From an optimization exercise on the open Yosys and OpenROAD flow, aimed at small area, a short achievable clock period and few clock cycles per item; shortcuts taken in it are not production practice. Function was not checked in any run shown here: the RTL went through the layout flow alone. Power is estimated from default activity; no workload was simulated.

[design/flow/run.sh]
#!/bin/bash
# synth_recipe.tcl (not shown) runs the flow's synth.tcl, then flattens the netlist and writes it again
# the make line also repeats each setting of config.mk as NAME=value (left out here)
make -C /OpenROAD-flow-scripts/flow DESIGN_CONFIG=/design/flow/config.mk WORK_HOME=/design/flow/orfs CLKGATE_MAP_FILE= SYNTH_SCRIPT=/design/flow/synth_recipe.tcl finish
[design/flow/config.mk]
export PLATFORM = sky130hd
export DESIGN_NAME = band_topk_balanced_selector
export DESIGN_NICKNAME = band_topk_balanced_selector
export VERILOG_FILES = /design/flow/design.v
export SDC_FILE = /design/flow/constraint.sdc
export NUM_CORES = 4
export LEC_CHECK = 0
export CAP_MARGIN = 20
export CORE_MARGIN = 2
export CORE_UTILIZATION = 50
export PLACE_DENSITY = 0.7
export SETUP_SLACK_MARGIN = 5.0
export SLEW_MARGIN = 20
[design/flow/constraint.sdc]
create_clock -name core_clock -period 8.0 [get_ports {i_clk}]
set_input_delay 1.6000 -clock core_clock [delete_from_list [all_inputs] [get_ports {i_clk}]]
set_output_delay 1.6000 -clock core_clock [all_outputs]
set_load 0.01 [all_outputs]
[design/flow/design.v]
package bts_pkg;
    localparam int HEAP_SLOTS = 10;
    localparam int ADDR_W     = (HEAP_SLOTS > 1) ? $clog2(HEAP_SLOTS) : 1;
    localparam int CNT_W      = $clog2(HEAP_SLOTS + 1);
    localparam int SCORE_W   = 16;
    localparam int INDEX_W   = 16;
    localparam int BAND_W    = 15;
    localparam int CFG_IDX_W = 1;
    localparam int ENTRY_W   = SCORE_W + INDEX_W;
    localparam logic [CFG_IDX_W-1:0] CFG_BAND_LOW  = 1'b0;
    localparam logic [CFG_IDX_W-1:0] CFG_BAND_HIGH = 1'b1;
    localparam logic [BAND_W-1:0] BAND_LOW_RST  = 15'd8192;
    localparam logic [BAND_W-1:0] BAND_HIGH_RST = 15'd16384;
    localparam logic [1:0] KIND_CLEAR = 2'd0;
    localparam logic [1:0] KIND_OFFER = 2'd1;
    localparam logic [1:0] KIND_DRAIN = 2'd2;
    typedef logic [1:0] t_sel;
    localparam t_sel SEL_CUR = 2'd0;
    localparam t_sel SEL_L   = 2'd1;
    localparam t_sel SEL_R   = 2'd2;
    typedef struct packed {
        logic [1:0]                kind;
        logic signed [SCORE_W-1:0] score;
        logic [INDEX_W-1:0]        item_index;
    } t_in;
    typedef struct packed {
        logic [INDEX_W-1:0] sel_index;
        logic               sel_label;
        logic               sel_valid;
        logic               last;
    } t_out;
    typedef struct packed {
        logic signed [SCORE_W-1:0] score;
        logic [INDEX_W-1:0]        index;
    } t_entry;
endpackage
module bts_ram #(
    parameter int DEPTH = 16,
    parameter int WIDTH = 32,
    parameter int AW    = (DEPTH > 1) ? $clog2(DEPTH) : 1
) (
    input  logic             i_clk,
    input  logic             i_we,
    input  logic [AW-1:0]    i_waddr,
    input  logic [WIDTH-1:0] i_wdata,
    input  logic [AW-1:0]    i_raddr_a,
    input  logic [AW-1:0]    i_raddr_b,
    output logic [WIDTH-1:0] o_rdata_a,
    output logic [WIDTH-1:0] o_rdata_b
);
    logic [WIDTH-1:0] r_mem [DEPTH];
    always_ff @(posedge i_clk) begin
        if (i_we) begin
            r_mem[i_waddr] <= i_wdata;
        end
    end
    always_ff @(posedge i_clk) begin
        o_rdata_a <= r_mem[i_raddr_a];
        o_rdata_b <= r_mem[i_raddr_b];
    end
endmodule
module bts_cmp (
    input  logic                      i_neg,
    input  logic signed [bts_pkg::SCORE_W-1:0] i_cur,
    input  logic signed [bts_pkg::SCORE_W-1:0] i_l,
    input  logic                      i_l_ok,
    input  logic signed [bts_pkg::SCORE_W-1:0] i_r,
    input  logic                      i_r_ok,
    output logic [1:0]                o_sel
);
    logic signed [bts_pkg::SCORE_W-1:0] w_best;
    always_comb begin
        w_best = i_cur;
        o_sel  = bts_pkg::SEL_CUR;
        if (i_l_ok && (i_neg ? (i_l > w_best) : (i_l < w_best))) begin
            o_sel  = bts_pkg::SEL_L;
            w_best = i_l;
        end
        if (i_r_ok && (i_neg ? (i_r > w_best) : (i_r < w_best))) begin
            o_sel = bts_pkg::SEL_R;
        end
    end
endmodule
module band_topk_balanced_selector (
    input  logic                 i_clk,
    input  logic                 i_rst_n,
    input  logic                 i_in_valid,
    output logic                 o_in_ready,
    input  logic [33:0]          i_in_data,
    output logic                 o_out_valid,
    input  logic                 i_out_ready,
    output logic [18:0]          o_out_data,
    input  logic                 i_cfg_valid,
    output logic                 o_cfg_ready,
    input  logic [bts_pkg::CFG_IDX_W-1:0] i_cfg_index,
    input  logic [bts_pkg::BAND_W-1:0]    i_cfg_data
);
    localparam int NS     = bts_pkg::HEAP_SLOTS;      
    localparam int NP     = 2 * NS;                   
    localparam int SNAP_K = 8;                        
    localparam int LIVE_P = 2 * (NS - 1 - SNAP_K);    
    function automatic logic key_lt(input logic [15:0] a, input logic [15:0] b);
        logic [15:0] l;
        logic [15:0] g;
        l = ~a & b;
        g = a & ~b;
        for (int w = 1; w < 16; w = w * 2) begin
            for (int k = 0; k < 16; k = k + 2 * w) begin
                l[k] = l[k+w] || (!g[k+w] && l[k]);
                g[k] = g[k+w] || (!l[k+w] && g[k]);
            end
        end
        key_lt = l[0];
    endfunction
    function automatic logic in_band(input logic [14:0] key, input logic neg,
                                     input logic [14:0] lo, input logic [14:0] hm1,
                                     input logic hnz);
        in_band = key_lt({lo, 1'b0}, {key, neg}) && hnz && key_lt({key, neg}, {hm1, 1'b1});
    endfunction
    logic [bts_pkg::BAND_W-1:0] r_band_low;
    logic [bts_pkg::BAND_W-1:0] r_band_high;
    logic [bts_pkg::BAND_W-1:0] r_band_hm1;      
    logic                       r_band_hnz;      
    logic        r_inv;
    logic [1:0]  r_in_kind;
    logic        r_in_neg;
    logic [14:0] r_in_key;
    logic [15:0] r_in_idx;
    logic        r_in_bok;        
    logic        r_in_fresh;      
    logic        r_skv;
    logic        r_rdy;           
    logic [1:0]  r_sk_kind;
    logic        r_sk_neg;
    logic [14:0] r_sk_key;
    logic [15:0] r_sk_idx;
    logic        r_sk_bok;
    logic        r_sk_fresh;
    logic        r_txv;
    logic        r_tx_ins;        
    logic        r_tx_drain;
    logic        r_tx_clear;
    logic        r_tx_nop;        
    logic        r_tx_neg;
    logic [14:0] r_tx_key;
    logic [15:0] r_tx_idx;
    logic        r_w [2][NS];     
    logic        r_s [2][4];      
    logic [14:0] r_key  [2][NS];
    logic [15:0] r_idx  [2][NS];
    logic        r_used [2][NS];
    logic        r_dbusy;
    logic        r_m [NP];        
    logic [3:0]  r_rem [2];       
    logic        r_remnz [2];
    logic        r_rem1 [2];
    logic [15:0] r_sidx [2][SNAP_K+1];
    logic        r_out_valid;
    logic [18:0] r_out;
    assign o_cfg_ready = 1'b1;
    assign o_in_ready  = r_rdy;
    assign o_out_valid = r_out_valid;
    assign o_out_data  = r_out;
    logic w_out_free;
    assign w_out_free = !r_out_valid || i_out_ready;
    always_ff @(posedge i_clk) begin
        if (!i_rst_n) begin
            r_band_low  <= bts_pkg::BAND_LOW_RST;
            r_band_high <= bts_pkg::BAND_HIGH_RST;
        end else if (i_cfg_valid) begin
            if (i_cfg_index == bts_pkg::CFG_BAND_LOW) begin
                r_band_low  <= i_cfg_data;
            end else begin
                r_band_high <= i_cfg_data;
            end
        end
    end
    always_ff @(posedge i_clk) begin
        r_band_hm1 <= r_band_high - 15'd1;
        r_band_hnz <= (r_band_high != 15'd0);
    end
    logic w_e_live;       
    logic w_conflict;     
    logic w_acc, w_exec, w_mv;
    logic w_do_ins, w_do_drain, w_do_clear;
    always_comb begin
        w_e_live   = 1'b0;
        w_conflict = 1'b0;
        for (int j = 0; j < LIVE_P; j++) begin
            w_e_live = w_e_live || r_m[j];
            if ((r_tx_neg == j[0]) && r_w[j % 2][NS - 1 - j / 2] && r_m[j]) w_conflict = 1'b1;
        end
    end
    assign w_acc      = i_in_valid && r_rdy;
    assign w_exec     = r_txv && (!r_dbusy || r_tx_nop || (!r_tx_drain && !w_e_live) ||
                                  (r_tx_ins && !w_conflict));
    assign w_mv       = r_inv && (!r_txv || w_exec);
    assign w_do_ins   = r_txv && r_tx_ins && (!r_dbusy || !w_conflict);
    assign w_do_drain = r_txv && r_tx_drain && !r_dbusy;
    assign w_do_clear = r_txv && r_tx_clear && (!r_dbusy || !w_e_live);
    logic w_a_free;
    logic w_chk, w_in_bok, w_sk_bok;
    logic [14:0] w_key;
    assign w_a_free = !r_inv || w_mv;
    assign w_key    = i_in_data[31] ? ~i_in_data[30:16] : i_in_data[30:16];
    assign w_chk    = in_band(r_sk_fresh ? r_sk_key : r_in_key, r_sk_fresh ? r_sk_neg : r_in_neg,
                              r_band_low, r_band_hm1, r_band_hnz);
    assign w_in_bok = r_in_fresh ? w_chk : r_in_bok;
    assign w_sk_bok = r_sk_fresh ? w_chk : r_sk_bok;
    always_ff @(posedge i_clk) begin
        if (!i_rst_n) begin
            r_inv <= 1'b0;
            r_skv <= 1'b0;
            r_rdy <= 1'b1;
        end else begin
            r_inv <= !w_a_free || r_skv || w_acc;
            r_skv <= r_skv ? !w_a_free : (w_acc && !w_a_free);
            r_rdy <= r_skv ? w_a_free : !(w_acc && !w_a_free);
        end
    end
    always_ff @(posedge i_clk) begin
        if (w_a_free) begin
            if (r_skv) begin
                r_in_kind <= r_sk_kind;
                r_in_neg  <= r_sk_neg;
                r_in_key  <= r_sk_key;
                r_in_idx  <= r_sk_idx;
            end else begin
                r_in_kind <= i_in_data[33:32];
                r_in_neg  <= i_in_data[31];
                r_in_key  <= w_key;
                r_in_idx  <= i_in_data[15:0];
            end
        end
        r_in_bok   <= (w_a_free && r_skv) ? w_sk_bok : w_in_bok;
        r_in_fresh <= w_a_free && !r_skv && w_acc;
        if (!r_skv) begin
            r_sk_kind <= i_in_data[33:32];
            r_sk_neg  <= i_in_data[31];
            r_sk_key  <= w_key;
            r_sk_idx  <= i_in_data[15:0];
        end
        r_sk_bok   <= w_sk_bok;
        r_sk_fresh <= !r_skv && w_acc && !w_a_free;
    end
    logic w_gl   [2][NS];
    logic w_gr   [2][NS];
    logic w_pre  [2][NS];
    logic w_path [2][NS];
    always_comb begin
        for (int h = 0; h < 2; h++) begin
            for (int i = 0; i < NS; i++) begin
                w_gl[h][i]   = 1'b0;
                w_gr[h][i]   = 1'b0;
                w_path[h][i] = 1'b0;
            end
            for (int c = 0; c < NS; c++) begin
                if (2 * c + 2 < NS) begin
                    w_gl[h][c] = r_w[h][2*c+1] && !r_s[h][c];
                    w_gr[h][c] = r_w[h][2*c+1] ? r_s[h][c] : r_w[h][2*c+2];
                end else if (2 * c + 1 < NS) begin
                    w_gl[h][c] = r_w[h][2*c+1];
                end
            end
            for (int i = 0; i < NS; i++) w_pre[h][i] = 1'b0;
            w_pre[h][0] = r_txv && r_tx_ins && (r_tx_neg == h[0]) && r_w[h][0];
            for (int c = 0; c < NS; c++) begin
                if (2 * c + 1 < NS) w_pre[h][2*c+1] = w_pre[h][c] && w_gl[h][c];
                if (2 * c + 2 < NS) w_pre[h][2*c+2] = w_pre[h][c] && w_gr[h][c];
            end
            for (int i = 0; i < NS; i++) w_path[h][i] = w_pre[h][i] && (!r_dbusy || !w_conflict);
        end
    end
    always_ff @(posedge i_clk) begin
        for (int h = 0; h < 2; h++) begin
            for (int i = 0; i < NS; i++) begin
                if (w_path[h][i]) begin
                    if (w_gl[h][i]) begin
                        r_key[h][i] <= r_key[h][(2*i+1) % NS];
                        r_idx[h][i] <= r_idx[h][(2*i+1) % NS];
                    end else if (w_gr[h][i]) begin
                        r_key[h][i] <= r_key[h][(2*i+2) % NS];
                        r_idx[h][i] <= r_idx[h][(2*i+2) % NS];
                    end else begin
                        r_key[h][i] <= r_tx_key;
                        r_idx[h][i] <= r_tx_idx;
                    end
                end
            end
        end
    end
    always_ff @(posedge i_clk) begin
        for (int h = 0; h < 2; h++) begin
            for (int i = 0; i < NS; i++) begin
                if (!i_rst_n || w_do_clear) begin
                    r_used[h][i] <= 1'b0;
                end else if (w_path[h][i]) begin
                    if (w_gl[h][i]) begin
                        r_used[h][i] <= r_used[h][(2*i+1) % NS];
                    end else if (w_gr[h][i]) begin
                        r_used[h][i] <= r_used[h][(2*i+2) % NS];
                    end else begin
                        r_used[h][i] <= 1'b1;
                    end
                end
            end
        end
    end
    logic w_wk [2][NS];
    logic w_wv;
    logic w_wn [2][NS];
    logic w_sn [2][4];
    logic w_eq [2][4];
    always_comb begin
        w_wv = key_lt(r_tx_key, r_in_key);
        for (int h = 0; h < 2; h++) begin
            for (int j = 0; j < NS; j++) begin
                w_wk[h][j] = !r_used[h][j] || key_lt(r_key[h][j], r_in_key);
            end
            for (int i = 0; i < NS; i++) begin
                if (w_do_clear) begin
                    w_wn[h][i] = 1'b1;
                end else if (w_path[h][i]) begin
                    if (w_gl[h][i]) begin
                        w_wn[h][i] = w_wk[h][(2*i+1) % NS];
                    end else if (w_gr[h][i]) begin
                        w_wn[h][i] = w_wk[h][(2*i+2) % NS];
                    end else begin
                        w_wn[h][i] = w_wv;
                    end
                end else begin
                    w_wn[h][i] = w_wk[h][i];
                end
            end
            for (int c = 0; c < 4; c++) begin
                w_eq[h][c] = (r_tx_key == r_key[h][2*c+1]);
            end
        end
    end
    always_comb begin
        for (int h = 0; h < 2; h++) begin
            for (int c = 0; c < 4; c++) begin
                w_sn[h][c] = r_s[h][c];
            end
            if (w_do_clear) begin
                for (int c = 0; c < 4; c++) w_sn[h][c] = 1'b0;
            end else begin
                if (w_path[h][1]) begin
                    if (w_gl[h][1])      w_sn[h][0] = r_used[h][3] && (!r_used[h][2] || key_lt(r_key[h][2], r_key[h][3]));
                    else if (w_gr[h][1]) w_sn[h][0] = r_used[h][4] && (!r_used[h][2] || key_lt(r_key[h][2], r_key[h][4]));
                    else                 w_sn[h][0] = r_w[h][2];
                end else if (w_path[h][2]) begin
                    if (w_gl[h][2])      w_sn[h][0] = r_used[h][1] && (!r_used[h][5] || key_lt(r_key[h][5], r_key[h][1]));
                    else if (w_gr[h][2]) w_sn[h][0] = r_used[h][1] && (!r_used[h][6] || key_lt(r_key[h][6], r_key[h][1]));
                    else                 w_sn[h][0] = !r_w[h][1] && !w_eq[h][0];
                end
                if (w_path[h][3]) begin
                    if (w_gl[h][3])      w_sn[h][1] = r_used[h][7] && (!r_used[h][4] || key_lt(r_key[h][4], r_key[h][7]));
                    else if (w_gr[h][3]) w_sn[h][1] = r_used[h][8] && (!r_used[h][4] || key_lt(r_key[h][4], r_key[h][8]));
                    else                 w_sn[h][1] = r_w[h][4];
                end else if (w_path[h][4]) begin
                    if (w_gl[h][4])      w_sn[h][1] = r_used[h][3] && (!r_used[h][9] || key_lt(r_key[h][9], r_key[h][3]));
                    else                 w_sn[h][1] = !r_w[h][3] && !w_eq[h][1];
                end
                if (w_path[h][5])      w_sn[h][2] = r_w[h][6];
                else if (w_path[h][6]) w_sn[h][2] = !r_w[h][5] && !w_eq[h][2];
                if (w_path[h][7])      w_sn[h][3] = r_w[h][8];
                else if (w_path[h][8]) w_sn[h][3] = !r_w[h][7] && !w_eq[h][3];
            end
        end
    end
    always_ff @(posedge i_clk) begin
        for (int h = 0; h < 2; h++) begin
            for (int c = 0; c < 4; c++) begin
                if (!i_rst_n) r_s[h][c] <= 1'b0;
                else          r_s[h][c] <= w_sn[h][c];
            end
        end
    end
    always_ff @(posedge i_clk) begin
        if (!i_rst_n) begin
            r_txv <= 1'b0;
        end else begin
            r_txv <= w_mv || (r_txv && !w_exec);
        end
    end
    always_ff @(posedge i_clk) begin
        if (w_mv) begin
            r_tx_ins   <= (r_in_kind == bts_pkg::KIND_OFFER) && w_in_bok;
            r_tx_nop   <= (r_in_kind == 2'd3) || ((r_in_kind == bts_pkg::KIND_OFFER) && !w_in_bok);
            r_tx_drain <= (r_in_kind == bts_pkg::KIND_DRAIN);
            r_tx_clear <= (r_in_kind == bts_pkg::KIND_CLEAR);
            r_tx_neg   <= r_in_neg;
            r_tx_idx   <= r_in_idx;
            r_tx_key   <= r_in_key;
            for (int h = 0; h < 2; h++) begin
                for (int i = 0; i < NS; i++) r_w[h][i] <= w_wn[h][i];
            end
        end
    end
    logic [3:0] r_n;
    logic       r_nz, r_n1, r_n2;
    logic [4:0] r_d;
    logic       w_inc [2];
    logic       w_up;           
    always_comb begin
        for (int h = 0; h < 2; h++) w_inc[h] = w_path[h][0] && !r_used[h][0];
        w_up = (w_inc[0] && r_d[4]) || (w_inc[1] && !r_d[4] && (r_d != 5'd0));
    end
    always_ff @(posedge i_clk) begin
        if (!i_rst_n || w_do_clear) begin
            r_d  <= 5'd0;
            r_n  <= 4'd0;
            r_nz <= 1'b0;
            r_n1 <= 1'b0;
            r_n2 <= 1'b0;
        end else begin
            if (w_inc[0])      r_d <= r_d + 5'd1;
            else if (w_inc[1]) r_d <= r_d - 5'd1;
            if (w_up) begin
                r_n  <= r_n + 4'd1;
                r_nz <= 1'b1;
                r_n1 <= !r_nz;
                r_n2 <= r_n1;
            end
        end
    end
    always_ff @(posedge i_clk) begin
        if (w_do_drain) begin
            for (int h = 0; h < 2; h++) begin
                for (int i = 0; i <= SNAP_K; i++) begin
                    r_sidx[h][i] <= r_idx[h][i];
                end
            end
        end
    end
    logic        w_nz;
    logic        w_remnz [2];
    logic        w_rem1 [2];
    logic [3:0]  w_cur_rem [2];
    logic        w_cand [NP];
    logic        w_pick [NP];
    logic        w_after [NP];
    logic        w_incl [NP];
    logic        w_found;
    logic        w_side;
    logic [15:0] w_sel_idx;
    logic        w_last;
    logic        w_emit;
    logic        w_active;
    logic        w_take;
    logic        w_rem1x [2];       
    always_comb begin
        w_nz = r_nz;
        for (int h = 0; h < 2; h++) begin
            w_cur_rem[h] = r_dbusy ? r_rem[h] : r_n;
            w_remnz[h]   = r_dbusy ? r_remnz[h] : w_nz;
            w_rem1[h]    = r_dbusy && r_rem1[h];
            w_rem1x[h]   = r_dbusy ? r_rem1[h] : r_n1;
        end
        for (int j = 0; j < NP; j++) begin
            if (j < LIVE_P) begin
                w_cand[j] = r_dbusy ? r_m[j] : (r_used[j % 2][NS - 1 - j / 2] && w_nz);
            end else begin
                w_cand[j] = r_dbusy && r_m[j];
            end
            w_incl[j] = w_cand[j];
        end
        for (int d = 1; d < NP; d = d * 2) begin
            for (int j = NP - 1; j >= d; j--) begin
                w_incl[j] = w_incl[j] || w_incl[j-d];
            end
        end
        w_side    = 1'b0;
        w_sel_idx = '0;
        for (int j = 0; j < NP; j++) begin
            w_after[j] = (j == 0) ? 1'b0 : w_incl[j-1];
            w_pick[j]  = w_cand[j] && !w_after[j];
            if (j % 2 == 1) w_side = w_side || w_pick[j];
            if (j < LIVE_P) w_sel_idx = w_sel_idx | ({16{w_pick[j]}} & r_idx[j % 2][NS - 1 - j / 2]);
            else            w_sel_idx = w_sel_idx | ({16{w_pick[j]}} & r_sidx[j % 2][(NS - 1 - j / 2) % (SNAP_K + 1)]);
        end
        w_found = w_incl[NP-1];
        w_last   = w_side ? (w_rem1[1] && !w_remnz[0]) : (w_rem1[0] && !w_remnz[1]);
        w_active = r_dbusy || w_do_drain;
        w_emit   = w_active && w_out_free && (w_found || (!w_remnz[0] && !w_remnz[1]));
        w_take   = w_emit && w_found;
    end
    always_ff @(posedge i_clk) begin
        if (!i_rst_n) begin
            r_dbusy     <= 1'b0;
            r_out_valid <= 1'b0;
        end else begin
            if (w_emit) begin
                r_dbusy     <= w_found && !w_last;
                r_out_valid <= 1'b1;
            end else begin
                r_dbusy     <= w_active;
                if (i_out_ready) r_out_valid <= 1'b0;
            end
        end
    end
    always_ff @(posedge i_clk) begin
        if (w_emit) begin
            r_out <= w_found ? {w_sel_idx, w_side, 1'b1, w_last} : {16'd0, 1'b0, 1'b0, 1'b1};
        end
        for (int j = 0; j < NP; j++) begin
            if (!w_active) begin
                r_m[j] <= 1'b0;
            end else if (w_take) begin
                r_m[j] <= w_after[j] && (r_dbusy ? r_m[j] : (r_used[j % 2][NS - 1 - j / 2] && w_nz)) &&
                          !((w_side == j[0]) && w_rem1x[j % 2]);
            end else if (!r_dbusy) begin
                r_m[j] <= r_used[j % 2][NS - 1 - j / 2] && w_nz;
            end
        end
        if (w_active) begin
            for (int h = 0; h < 2; h++) begin
                if (w_take && (w_side == h[0])) begin
                    r_rem[h]   <= w_cur_rem[h] - 4'd1;
                    r_remnz[h] <= !w_rem1x[h];
                    r_rem1[h]  <= r_dbusy ? (r_rem[h] == 4'd2) : r_n2;
                end else begin
                    r_rem[h]   <= w_cur_rem[h];
                    r_remnz[h] <= w_remnz[h];
                    r_rem1[h]  <= w_rem1x[h];
                end
            end
        end
    end
endmodule
==> impl_metrics.yaml, run 1 <==
cts:
  postCtsHoldBufs: 0
  cts_tree: "built"
  htreeDepth: 3
  cts_buffers: 115
  insertion_delay_ns: 0.75
  cts.sinks: 1179
  cts.path.max_buffers: 3
  cts_root_buffer: "clkbuf_16"
  path_clk_slew_ns: 0.06
critical_path:
  critPathCaptureType: "register"
  start_kind: "register"
  cp.required_ns: 8.65
  worstPathArrival_ns: 3.80
  r2r_slack_ns: 4.85
  worst-path-max-fanout: 5
  path_class: "register to register"
detailed_routing:
  firstDrtPassIters: 12
  avgRoutedWirePerCell_microns: 30.7
  drc: 0
  vias_per_cell: 6.78
  drtIter0Drc: 7089
  wl_microns: 197000
  ant_nets: 0
  via_count: 43500
logic_synthesis:
  synth.distinct_cells: 89
  ys_ff_latch: 1179
  syn_inst: 4731
  avgSynthCellArea_sq_um: 11.6
  syn-num-nets: 4795
  synth_area_sq_um: 54900
  synth_flop_cell: "edfxtp_1"
  synth-edff-count: 1029
  yosys_warnings: 28
  async_flop_share_pct: 0
  ys_seq_area_share_pct: 61.8
sta:
  slew_headroom_pct: 14.6
  tns_ns: 0
  fin_crit_sh_pct: 39.4
  holdWs_ns: 0.387
  fin_ws_ns: 4.85
  period_minus_slack_ns: 3.15
  grt_setup_unrepaired: "yes"
  fmax_ghz: 0.317
  hold_viol: 0
  worst_pin_slew_ns: 1.27
  setup_viol: 0
  finClkSkew_ns: 0.0578
  slew_viol_final: 0
placement:
  gp_congestion: 1.02
  portBuffers: 75
  hpwl_microns: 124000
  place_ws_ns: 2.71
  dpl_cell_area_sq_um: 57600
layout:
  final_layout_size_suffix_gt1_share_pct: 16.8
  multiInputGateArea_sq_um: 20600
  register_area_sq_um: 33900
  syn2layout_area_growth_pct: 16.9
  fillers: 8507
  nets: 4957
  final_cell_area_sq_um: 64200
floorplanning:
  core.rowCount: 121
  core_area_sq_um: 109000
  ios: 77
  die_w_microns: 335
  dieArea_sq_um: 112000
  start_util_pct: 50.4
  die_height_microns: 335
power:
  p_per_area_nw_per_um2: 208
  peakVddDrop_v: 0.000183
  leakage_nw: 21.6
  swShare_pct: 23.6
  p_comb_share_pct: 7.8
  power_mw: 13.3
  p_sw_mw: 3.15
  cellInternalPower_mw: 10.2
  power_frac_seq_pct: 51.2
  p_clk_share_pct: 41.0
global_route:
  grt_pass1_vias: 40600
  gr-usage-all-layers_pct: 34.0
  overflow: 0
  grt_pass1_wl_microns: 277000
  grt_max_degree: 162
  antenna_found_initial: 6
job:
  drv_cap: 0
worst_hold_path:
  min_path_type: "register to register"
outcome:
  outcome: "complete, no violations"
worst max-delay path, cell delays in order, from the launching register on:
cell and delay [ns]:
edfxtp_1 0.52, nand2b_4 0.07, maj3_2 0.30, maj3_2 0.31, maj3_2 0.31, maj3_2 0.31
a31o_1 0.21, maj3_2 0.31, o211a_1 0.24, o2111a_1 0.27, o32ai_1 0.21
what timing repair did:
action / in CTS / in global routing
cloned: 19 / 5
setup endpoints to repair: 757 / 287
pin swaps: 86 / 112
gates resized for setup: 256 / 180
setup buffers: 73 / 33
layer usage:
metal	up-vias	GRT usage (%)	routed length, microns
li1	18200	-	-
met1	21000	44.3	69800
met2	3431	50.0	84300
met3	767	9.42	27500
met4	4	21.6	15300
met5	-	0	28
state kept, by name (all words and copies together) (netlist names), 16 cells and up:
signal	count
r_used	20
r_out	19
r_m	20
r_key	300
r_w	20
r_in_idx	16
r_tx_idx	16
r_sk_idx	16
r_sidx	288
r_idx	320
power groups by stage:
| stage | logic [mW] | clock network (mW) | registers, mW |
|---|---|---|---|
| 2_1_floorplan | 0.484 | 0 | 6.92 |
| 3_3_place_gp | 0.807 | 0 | 6.95 |
| 3_5_place_dp | 0.821 | 0 | 6.95 |
| 4_1_cts | 0.913 | 5.47 | 6.82 |
| 5_1_grt | 1.07 | 5.70 | 6.83 |
| 6_report | 1.04 | 5.47 | 6.83 |
cell usage after synthesis (15+ instances only):
| cell | number | share of area, % |
|---|---|---|
| o31ai_1 | 19 | 0.26 |
| nor2b_1 | 61 | 0.70 |
| mux2_2 | 79 | 1.6 |
| buf_1 | 52 | 0.36 |
| a221oi_1 | 63 | 1.0 |
| o2111ai_1 | 18 | 0.29 |
| a21oi_1 | 236 | 2.2 |
| o21a_1 | 20 | 0.27 |
| maj3_2 | 17 | 0.35 |
| nor2_1 | 326 | 2.2 |
| edfxtp_1 | 1029 | 56 |
| a211oi_1 | 32 | 0.44 |
| a22o_1 | 18 | 0.29 |
| nand3_1 | 92 | 0.84 |
| mux2i_1 | 24 | 0.44 |
| nand4_1 | 40 | 0.46 |
| o221ai_1 | 33 | 0.53 |
| nand2b_1 | 74 | 0.84 |
| dfxtp_1 | 150 | 5.5 |
| o21ai_0 | 217 | 2.0 |
| clkbuf_1 | 227 | 1.6 |
| and3_1 | 20 | 0.23 |
| nor3_1 | 50 | 0.46 |
| a21boi_0 | 33 | 0.45 |
| inv_1 | 206 | 1.4 |
| maj3_1 | 170 | 3.1 |
| o211ai_1 | 20 | 0.27 |
| xor2_1 | 77 | 1.2 |
| nand2_1 | 557 | 3.8 |
| a31oi_1 | 49 | 0.56 |
| or2_2 | 15 | 0.17 |
| a22oi_1 | 234 | 3.2 |
| xnor2_1 | 83 | 1.3 |
| nor4_1 | 29 | 0.33 |
| o22ai_1 | 154 | 1.8 |
stage by stage:
stage                     cells  util [%]
after floorplan            4731         -
after global placement     6054      52.8
after detailed placement   6057      52.9
after CTS                  6365      57.8
after global routing       6406      58.9
final                      6409      58.9
cells by family after synthesis:
kind of cell / count (synthesis) / synth area share (%)
AO/OA/AOI/OAI: 1289 / 15.8
XOR/XNOR: 160 / 2.55
adder cells (fa/ha/maj): 196 / 3.67
buffers and inverters: 498 / 3.47
flip-flops: 1179 / 61.8
multiplexers: 103 / 2.06
other: 1 / 0.00683
AND/OR/NAND/NOR: 1305 / 10.7
worst paths after layout:
path / startpoint / end / cells after the start
hold reg to reg: r_in_idx[14] / r_tx_idx[14] / 0
setup reg to reg: r_key[11][0] / r_s[4] / 10
setup / recovery: r_key[11][0] / r_s[4] / 10
hold / removal: r_in_idx[14] / r_tx_idx[14] / 0
cell usage in the layout, fill, tap and decap left out, types with 83 or more instances in the layout:
cell type	count
clkbuf_16	122
o21ai_0	195
a22oi_1	223
xnor2_1	83
a21oi_1	222
nand2_1	542
edfxtp_1	1029
maj3_1	129
dfxtp_1	144
buf_4	170
o22ai_1	154
inv_1	190
nor2_1	301
nand3_1	86
cell type report:
cell class / instances / share of cell area (%)
repair buffers: 314 / 4.90
clock buffers: 170 / 5.06
diodes: 3 / 0.0117
inverters: 212 / 1.38
repair inverters: 9 / 0.103
flip-flops and latches: 1179 / 52.9
multi-input cells: 3062 / 32.1
well taps: 1414 / 2.76
clock inverters: 46 / 0.815
==> run 2, diff against run 1 <==
--- a/design/flow/design.v
+++ b/design/flow/design.v
@@ -97,7 +97,7 @@
 );
     localparam int NS     = bts_pkg::HEAP_SLOTS;      
     localparam int NP     = 2 * NS;                   
-    localparam int SNAP_K = 8;                        
+    localparam int SNAP_K = 6;                        
     localparam int LIVE_P = 2 * (NS - 1 - SNAP_K);    
     function automatic logic key_lt(input logic [15:0] a, input logic [15:0] b);
         logic [15:0] l;
@@ -125,6 +125,7 @@
     logic [1:0]  r_in_kind;
     logic        r_in_neg;
     logic [14:0] r_in_key;
+    logic [14:0] r_in_hkey [2];   
     logic [15:0] r_in_idx;
     logic        r_in_bok;        
     logic        r_in_fresh;      
@@ -225,11 +226,13 @@
                 r_in_neg  <= r_sk_neg;
                 r_in_key  <= r_sk_key;
                 r_in_idx  <= r_sk_idx;
+                r_in_hkey[r_sk_neg] <= r_sk_key;
             end else begin
                 r_in_kind <= i_in_data[33:32];
                 r_in_neg  <= i_in_data[31];
                 r_in_key  <= w_key;
                 r_in_idx  <= i_in_data[15:0];
+                r_in_hkey[i_in_data[31]] <= w_key;
             end
         end
         r_in_bok   <= (w_a_free && r_skv) ? w_sk_bok : w_in_bok;
@@ -307,15 +310,15 @@
         end
     end
     logic w_wk [2][NS];
-    logic w_wv;
+    logic w_wv [2];
     logic w_wn [2][NS];
     logic w_sn [2][4];
     logic w_eq [2][4];
     always_comb begin
-        w_wv = key_lt(r_tx_key, r_in_key);
         for (int h = 0; h < 2; h++) begin
+            w_wv[h] = key_lt(r_tx_key, r_in_hkey[h]);
             for (int j = 0; j < NS; j++) begin
-                w_wk[h][j] = !r_used[h][j] || key_lt(r_key[h][j], r_in_key);
+                w_wk[h][j] = !r_used[h][j] || key_lt(r_key[h][j], r_in_hkey[h]);
             end
             for (int i = 0; i < NS; i++) begin
                 if (w_do_clear) begin
@@ -326,7 +329,7 @@
                     end else if (w_gr[h][i]) begin
                         w_wn[h][i] = w_wk[h][(2*i+2) % NS];
                     end else begin
-                        w_wn[h][i] = w_wv;
+                        w_wn[h][i] = w_wv[h];
                     end
                 end else begin
                     w_wn[h][i] = w_wk[h][i];
==> run 2 against run 1 <==
Still clean. Clock skew fell by 0.011 ns. Hold slack improved by 0.030 ns. Fmax fell by 4.9%. Synthesized cell count rose by 0.66%. Combinational power fell by 19%. Flip-flop and latch count fell by 34. First-iteration DRC count fell by 4.4%. Worst setup slack got worse by 0.16 ns. Via count rose by 0.24%. Register-to-register slack got worse by 0.16 ns. Critical endpoint is now r_w[13]. Largest cell class unchanged. Largest power group unchanged.
==> impl_metrics.yaml, run 2 <==
critical_path:
  crit_slowest_cell: "edfxtp_1"
  worst-path-max-fanout: 5
  r2r-start: "r_in_hkey[1][0]"
  cp.buffers_inverters: 0
  reg2reg_to: "r_w[13]"
  critPathTopFamily: "adder cells"
  path_class: "register to register"
  reg2reg_depth: 10
  worstPathArrival_ns: 3.79
  cp_cell_sequence: "nand2b_1 > a22oi_2 > maj3_2 > maj3_2 > o311ai_4 > o41ai_2 > maj3_2 > or3_4 > o2111a_1 > a221o_1"
  r2r_slack_ns: 4.68
  cp.required_ns: 8.48
  slowest_delay_ns: 0.49
  start_kind: "register"
  critPathCaptureType: "register"
  cpMostUsedCell: "maj3_2"
logic_synthesis:
  synth.largest_area_cell: "edfxtp_1"
  yosys.area.top_type_share_pct: 54.7
  synthTopCellsByCount: "edfxtp_1 (995), nand2_1 (537), nor2_1 (382), a21oi_1 (227), clkbuf_1 (226)"
  synth_area_leaders: "edfxtp_1 (55%), dfxtp_1 (5.5%), nand2_1 (3.7%)"
  avgSynthCellArea_sq_um: 11.5
  async_flop_share_pct: 0
  synth.distinct_cells: 89
  yosys_warnings: 29
  ys_seq_area_share_pct: 60.2
  syn_inst: 4762
  synth_area_sq_um: 54600
  post-synth-top-count-cell: "edfxtp_1"
  synth_flop_cell: "edfxtp_1"
  synth-edff-count: 995
  syn-num-nets: 4826
  ys_ff_latch: 1145
detailed_routing:
  met1_length_microns: 71600
  avgRoutedWirePerCell_microns: 29.7
  detailroute.wirelength.met2_microns: 87400
  drtIter0Drc: 6777
  highest_layer: "met5"
  via_count: 43600
  drc: 0
  firstDrtPassIters: 9
  vias_per_cell: 6.67
  dr_wl_met3_microns: 22800
  wl_microns: 194000
  ant_nets: 0
placement:
  portBuffers: 75
  hpwl_microns: 124000
  gp_congestion: 0.949
layout:
  utilization_pct: 59.3
  regMostFlops: "r_idx"
  final_cell_mix: "edfxtp_1 (995), nand2_1 (520), nor2_1 (357)"
  largest_registers: "r_idx (320), r_key (300), r_sidx (224)"
  mostFrequentLayoutCell: "edfxtp_1"
  final_layout_size_suffix_gt1_share_pct: 18.5
  nets: 5077
  largest_reg_flops: 320
  syn2layout_area_growth_pct: 18.0
power:
  peakVddDrop_v: 0.000253
  p_per_area_nw_per_um2: 202
  leakage_nw: 22.1
sta:
  period_minus_slack_ns: 3.32
  setup_viol: 0
  slew_viol_final: 0
  grt_setup_unrepaired: "yes"
  tns_ns: 0
  worst_pin_slew_ns: 1.11
  hold_viol: 0
  fmax_ghz: 0.301
  finClkSkew_ns: 0.0464
  slew_headroom_pct: 26.1
  fin_crit_sh_pct: 41.5
floorplanning:
  start_util_pct: 50.3
  die_height_microns: 334
  core_area_sq_um: 109000
  dieArea_sq_um: 112000
  core.rowCount: 121
  die_w_microns: 334
  ios: 77
cts:
  cts.path.max_buffers: 3
  htreeDepth: 3
  cts_root_buffer: "clkbuf_16"
  cts_tree: "built"
  path_clk_slew_ns: 0.06
  cts_buffers: 115
  insertion_delay_ns: 0.75
  cts.sinks: 1145
worst_hold_path:
  min_path_type: "register to register"
  whs_path_depth: 0
  hp-start: "r_idx[0][5]"
  min_to: "r_sidx[0][5]"
global_route:
  grt_pass1_wl_microns: 276000
  antenna_found_initial: 5
  grt_max_degree: 196
  grt_pass1_vias: 41500
  gr-usage-all-layers_pct: 33.6
  overflow: 0
job:
  drv_cap: 0
outcome:
  outcome: "complete, no violations"
[run 2: changes by cell type in the layout (fill, tap and decap cells not counted), sizes merged, moves of 29 or more]
cell | previous run | this run
nand3 | 92 | 37
nor2 | 333 | 387
a22oi | 234 | 202
edfxtp | 1029 | 995
clkinv | 35 | 66
buf | 236 | 331
xor2 | 77 | 48
a221o | 9 | 52
[run 2: per-layer routing]
metal | track usage [%] | vias to the layer above
met5 | 0 | -
met4 | 18.0 | 6
met3 | 6.71 | 651
met2 | 52.5 | 3120
met1 | 44.3 | 21200
li1 | - | 18600
[run 2: layout make-up]
cell class / count / area, sq um
well taps: 1414 / 1770
diodes: 5 / 12.5
flip-flops and latches: 1145 / 32900
clock inverters: 77 / 757
inverters: 224 / 997
clock buffers: 141 / 3100
repair inverters: 6 / 45.0
multi-input cells: 3115 / 21100
fillers: 8633 / 44100
repair buffers: 406 / 3700
[run 2: metrics by stage]
stage	instances	power, mW	area (sq um)	hold slack, ns	setup slack, ns
6_report	6533	13.0	64400	0.417	4.68
5_1_grt	6528	13.3	64400	0.424	4.61
4_1_cts	6453	12.9	63100	0.417	4.69
3_5_place_dp	6065	7.43	57100	0.405	2.25
3_3_place_gp	6065	7.42	57100	0.401	2.37
2_1_floorplan	4762	7.15	54900	0.400	2.97
[run 2: how the worst max path moves through the flow]
stage	from	end	slack [ns]	cells after the start
2_1_floorplan	r_dbusy	r_sidx[0][0]	2.97	8
3_3_place_gp	r_dbusy	r_w[1]	2.37	8
3_5_place_dp	r_dbusy	r_w[1]	2.25	8
4_1_cts	r_key[13][0]	r_w[13]	4.69	10
5_1_grt	r_in_hkey[1][0]	r_w[11]	4.61	11
6_report	r_in_hkey[1][0]	r_w[13]	4.68	10
[run 2: logic make-up (layout without fill, tap and decap cells)]
kind of cell	Yosys count	in the layout	share of synthesized area [%]
adder cells (fa/ha/maj)	213	213	3.99
AND/OR/NAND/NOR	1339	1345	11.0
multiplexers	118	118	2.37
buffers and inverters	508	854	3.56
AO/OA/AOI/OAI	1279	1279	16.3
flip-flops	1145	1145	60.2
other	1	6	0.00687
XOR/XNOR	159	159	2.55
[run 2: where the power goes]
part	switching, mW	internal [mW]
logic	0.515	0.328
registers	0.105	6.56
clock network	2.40	3.11
[run 2: what timing repair did]
item                                    in CTS  in global routing
gates cloned                                13                  6
hold buffers                                 0                  0
hold endpoints to repair                     0                  0
endpoints found under the setup margin     705                303
gates resized for setup                    276                165
pin swaps                                   78                130
buffers inserted                           157                 68

-- afterwards: timing with drivers on the ports --
The flow's constraints put no driver on any port. The routed layouts listed below were extracted and timed again, unchanged, in two steps.
Step 1, drivers: a clkbuf_16 drives i_clk and a buf_2 each remaining input, both assumed.
Step 2 moves the port delays by t, midway between the first and last clock arrival at a register: inputs arrive t later, outputs are due t later. That takes back most of the time a late clock gives input paths.
a / b / c = no drivers / after step 1 / after step 2; a / b = the first two.
run	t (ns)	setup WS [ns]	worst hold slack (ns)
run 1	0.798	4.846 / 4.846 / 4.253	0.387 / 0.387 / 0.387
run 2	0.801	4.683 / 4.683 / 4.295	0.417 / 0.417 / 0.417
After both steps every run listed still meets setup and hold. For run 1, which loses most, drivers alone change the setup slack by 0.000 ns; drivers and shift together by -0.593 ns.
